Context: an optimization exercise on an open-source flow, tuned for small area, a short achievable clock period and few clock cycles per item. The choices shown serve that exercise and are no tape-out recipe.
Function was checked by simulation only, so behaviour that the tests miss may differ from the original.

==> run a <==
==> flow/design.v <==
module keyed_sponge_hash_64
(
   input  logic        clock,
   input  logic        reset,
   input  logic        req_valid,
   output logic        req_ready,
   input  logic [31:0] req_data_bytes,
   input  logic [2:0]  req_byte_count,
   input  logic        req_last_block,
   output logic        rsp_valid,
   input  logic        rsp_ready,
   output logic [63:0] rsp_digest,
   input  logic        csr_write_enable,
   input  logic [63:0] csr_write_data
);
   localparam int RPC = 1;           
   localparam logic [2:0] BodySteps  = 3'(2 / RPC);
   localparam logic [2:0] EmptySteps = 3'(4 / RPC);
   localparam logic [2:0] FinalSteps = 3'(6 / RPC);
   localparam logic [2:0] PadStep    = 3'(FinalSteps - BodySteps + 1);
   function automatic logic [31:0] rotl32(input logic [31:0] x, input integer r);
      rotl32 = (x << r) | (x >> (32 - r));
   endfunction
   function automatic logic [31:0] add32(input logic [31:0] x, input logic [31:0] y);
      logic [31:0] g, p, gg, pp;
      g  = x & y;
      p  = x ^ y;
      gg = g;
      pp = p;
      for (int l = 0; l < 5; l++) begin
         for (int i = 0; i < 32; i++) begin
            if (((i >> l) & 1) == 1) begin
               gg[i] = gg[i] | (pp[i] & gg[((i >> l) << l) - 1]);
               pp[i] = pp[i] & pp[((i >> l) << l) - 1];
            end
         end
      end
      add32 = p ^ {gg[30:0], 1'b0};
   endfunction
   function automatic logic [127:0] arx_round(input logic [127:0] w);
      logic [31:0] a, b, c, d;
      a = w[31:0];
      b = w[63:32];
      c = w[95:64];
      d = w[127:96];
      a = add32(a, b); b = rotl32(b, 5);  b = b ^ a; a = rotl32(a, 16);
      c = add32(c, d); d = rotl32(d, 8);  d = d ^ c;
      a = add32(a, d); d = rotl32(d, 13); d = d ^ a;
      c = add32(c, b); b = rotl32(b, 7);  b = b ^ c; c = rotl32(c, 16);
      arx_round = {d, c, b, a};
   endfunction
   logic        open_ff;         
   logic [2:0]  rem_ff;          
   logic        fin_ff;          
   logic        padp_ff;         
   logic [2:0]  padn_ff;         
   logic        rsp_valid_ff;
   logic [63:0]  seed_ff;
   logic [127:0] words_ff;
   logic [63:0]  digest_ff;
   logic [2:0]  n;
   logic        n_nz;
   logic        slot;            
   logic        take;            
   logic        take_data;       
   logic        take_pad0;       
   logic        take_open;       
   logic        step;            
   logic        close;           
   logic        stall;           
   logic        use_init;        
   assign n         = req_byte_count[2] ? 3'd4 : req_byte_count;
   assign n_nz      = (req_byte_count != 3'd0);
   assign close     = fin_ff && (rem_ff == 3'd1);
   assign stall     = close && rsp_valid_ff;
   assign step      = (rem_ff != 3'd0) && !stall;
   assign slot      = (rem_ff == 3'd0) || ((rem_ff == 3'd1) && !stall);
   assign req_ready = slot || (!n_nz && !req_last_block);
   assign take      = req_valid && slot && !reset;
   assign take_data = take && n_nz;
   assign take_pad0 = take && !n_nz && req_last_block;
   assign take_open = take && (n_nz || req_last_block);
   assign use_init  = close ? 1'b1 : (!open_ff && (rem_ff == 3'd0));
   logic [127:0] xin;
   always_comb begin
      xin = 128'd0;
      for (int i = 0; i < 4; i++) begin
         if (take_data && (n > 3'(i))) xin[8*i+:8] = req_data_bytes[8*i+:8];
      end
      if (take_pad0) begin
         xin[7:0]   = xin[7:0]   ^ 8'h1F;
         xin[31:24] = xin[31:24] ^ 8'h80;
      end
      if (padp_ff && (rem_ff == PadStep)) begin
         xin[31:24] = xin[31:24] ^ 8'h80;
         case (padn_ff)
            3'd1:    xin[15:8]  = xin[15:8]  ^ 8'h1F;
            3'd2:    xin[23:16] = xin[23:16] ^ 8'h1F;
            3'd3:    xin[31:24] = xin[31:24] ^ 8'h1F;
            default: xin[39:32] = xin[39:32] ^ 8'h1F;
         endcase
      end
   end
   logic [127:0] rnd;
   logic [127:0] init;
   logic         sel_rnd, sel_init, sel_hold;
   logic [127:0] base;
   assign sel_rnd  = step && !close;
   assign sel_init = !sel_rnd && use_init && !stall;
   assign sel_hold = !sel_rnd && !sel_init;
   always_comb begin
      rnd = words_ff;
      for (int r = 0; r < RPC; r++) rnd = arx_round(rnd);
      init = {seed_ff[63:32], 32'd0, seed_ff[31:0], 32'd0};
      base = (init & {128{sel_init}}) | (words_ff & {128{sel_hold}});
   end
   always_ff @(posedge clock) begin
      words_ff <= sel_rnd ? (rnd ^ xin) : (base ^ xin);
      if (close && !stall) digest_ff <= rnd[63:0];
   end
   always_ff @(posedge clock) begin
      if (reset) begin
         seed_ff      <= 64'd0;
         open_ff      <= 1'b0;
         rem_ff       <= 3'd0;
         fin_ff       <= 1'b0;
         padp_ff      <= 1'b0;
         padn_ff      <= 3'd0;
         rsp_valid_ff <= 1'b0;
      end else begin
         if (csr_write_enable) seed_ff <= csr_write_data;
         rsp_valid_ff <= (rsp_valid_ff && !rsp_ready) || (close && !stall);
         if (step) rem_ff <= rem_ff - 3'd1;
         if (close && !stall) fin_ff <= 1'b0;
         if (take_open) begin
            if (req_last_block) begin
               open_ff <= 1'b0;
               fin_ff  <= 1'b1;
               padp_ff <= n_nz;
               padn_ff <= n;
               rem_ff  <= n_nz ? FinalSteps : EmptySteps;
            end else begin
               open_ff <= 1'b1;
               rem_ff  <= BodySteps;
            end
         end
      end
   end
   assign rsp_valid  = rsp_valid_ff;
   assign rsp_digest = digest_ff;
endmodule
==> flow/flow/run.sh <==
#!/bin/bash
# The standard layout, with every port buffered by the smallest buffer
# (sky130_fd_sc_hd__buf_1) instead of the cell buffer_ports picks by default.
set -euo pipefail
bash standard.sh "BUFFER_PORTS_ARGS=-buffer_cell sky130_fd_sc_hd__buf_1" finish > standard.log 2>&1
==> flow/standard.sh <==
#!/bin/bash
# synth_recipe.tcl (not shown) runs the flow's synth.tcl, then flattens the netlist and writes it again
# the make line also repeats each setting of config.mk as NAME=value (left out here)
make -C /OpenROAD-flow-scripts/flow DESIGN_CONFIG=/design/flow/config.mk WORK_HOME=/design/flow/orfs CLKGATE_MAP_FILE= SYNTH_SCRIPT=/design/flow/synth_recipe.tcl "${@:-finish}"
==> flow/config.mk <==
export PLATFORM = sky130hd
export DESIGN_NAME = keyed_sponge_hash_64
export DESIGN_NICKNAME = keyed_sponge_hash_64
export VERILOG_FILES = /design/flow/design.v
export SDC_FILE = /design/flow/constraint.sdc
export NUM_CORES = 4
export LEC_CHECK = 0
export CAP_MARGIN = 20
export CORE_MARGIN = 2
export CORE_UTILIZATION = 60
export SETUP_SLACK_MARGIN = 3.2
export SLEW_MARGIN = 20
==> flow/constraint.sdc <==
create_clock -name core_clock -period 8.0 [get_ports {clock}]
set_input_delay 1.6000 -clock core_clock [delete_from_list [all_inputs] [get_ports {clock}]]
set_output_delay 1.6000 -clock core_clock [all_outputs]
set_load 0.01 [all_outputs]
==> inputs of run b, as changes to run a <==
CTS_BUF_LIST = sky130_fd_sc_hd__clkbuf_8   (was default)
SETUP_SLACK_MARGIN = 3   (was 3.2)
==> results.sh <==
export IMPL_fin_worst_skew_ns=0.0174
export IMPL_layout_nets=2289
export IMPL_cp_max_fo=5
export IMPL_outcome="complete, no violations"
export IMPL_antenna_found_initial=4
export IMPL_grtUsageMet1_pct=54.9
export IMPL_slew_headroom_pct=30.1
export IMPL_clkCellAreaFrac_pct=4.98
export IMPL_grt_pass1_vias=14305
the above is filed under run a

==> results.sh <==
export IMPL_cp_max_fo=4
export IMPL_setup_ws_ns=2.87
export IMPL_grtUsageMet1_pct=53.8
export IMPL_outcome="complete, no violations"
export IMPL_layout_nets=2274
export IMPL_holdBufCountCts=0
export IMPL_clkCellAreaFrac_pct=4.57
export IMPL_slew_headroom_pct=31.3
export IMPL_antenna_found_initial=1
export IMPL_fin_worst_skew_ns=0.0217
the above is filed under run b

Testbench counts of run a, summed over its fixed seeds: cycles 22,239, items 9,227.
Testbench counts of run b, summed over its fixed seeds: cycles 22,239, items 9,227.

separate check: timing with driven ports:
Ports are ideal in the flow. The routed layouts listed here were re-timed in OpenROAD. Step 1 sets driving cells, clkbuf_16 on the clock port and buf_2 on the other inputs (assumed; they add their load-dependent delay and slew). Step 2 times the ports against the registers' clock, not the clock port: input delays grow and output delays shrink by t, the midpoint of the rising clock arrivals with the driver on. Slacks: no drivers / after step 1 / after step 2; pairs: no drivers / after step 1.
| run | t (ns) | setup WS [ns] | hold slack, ns | worst slew at a driven data input, ns |
|---|---|---|---|---|
| run a | 0.621 | 2.966 / 2.966 / 2.966 | 0.466 / 0.466 / 0.466 | 0.04 |
| run b | 0.646 | 2.873 / 2.873 / 2.873 | 0.465 / 0.465 / 0.465 | 0.05 |
After both steps every run listed still meets setup and hold.
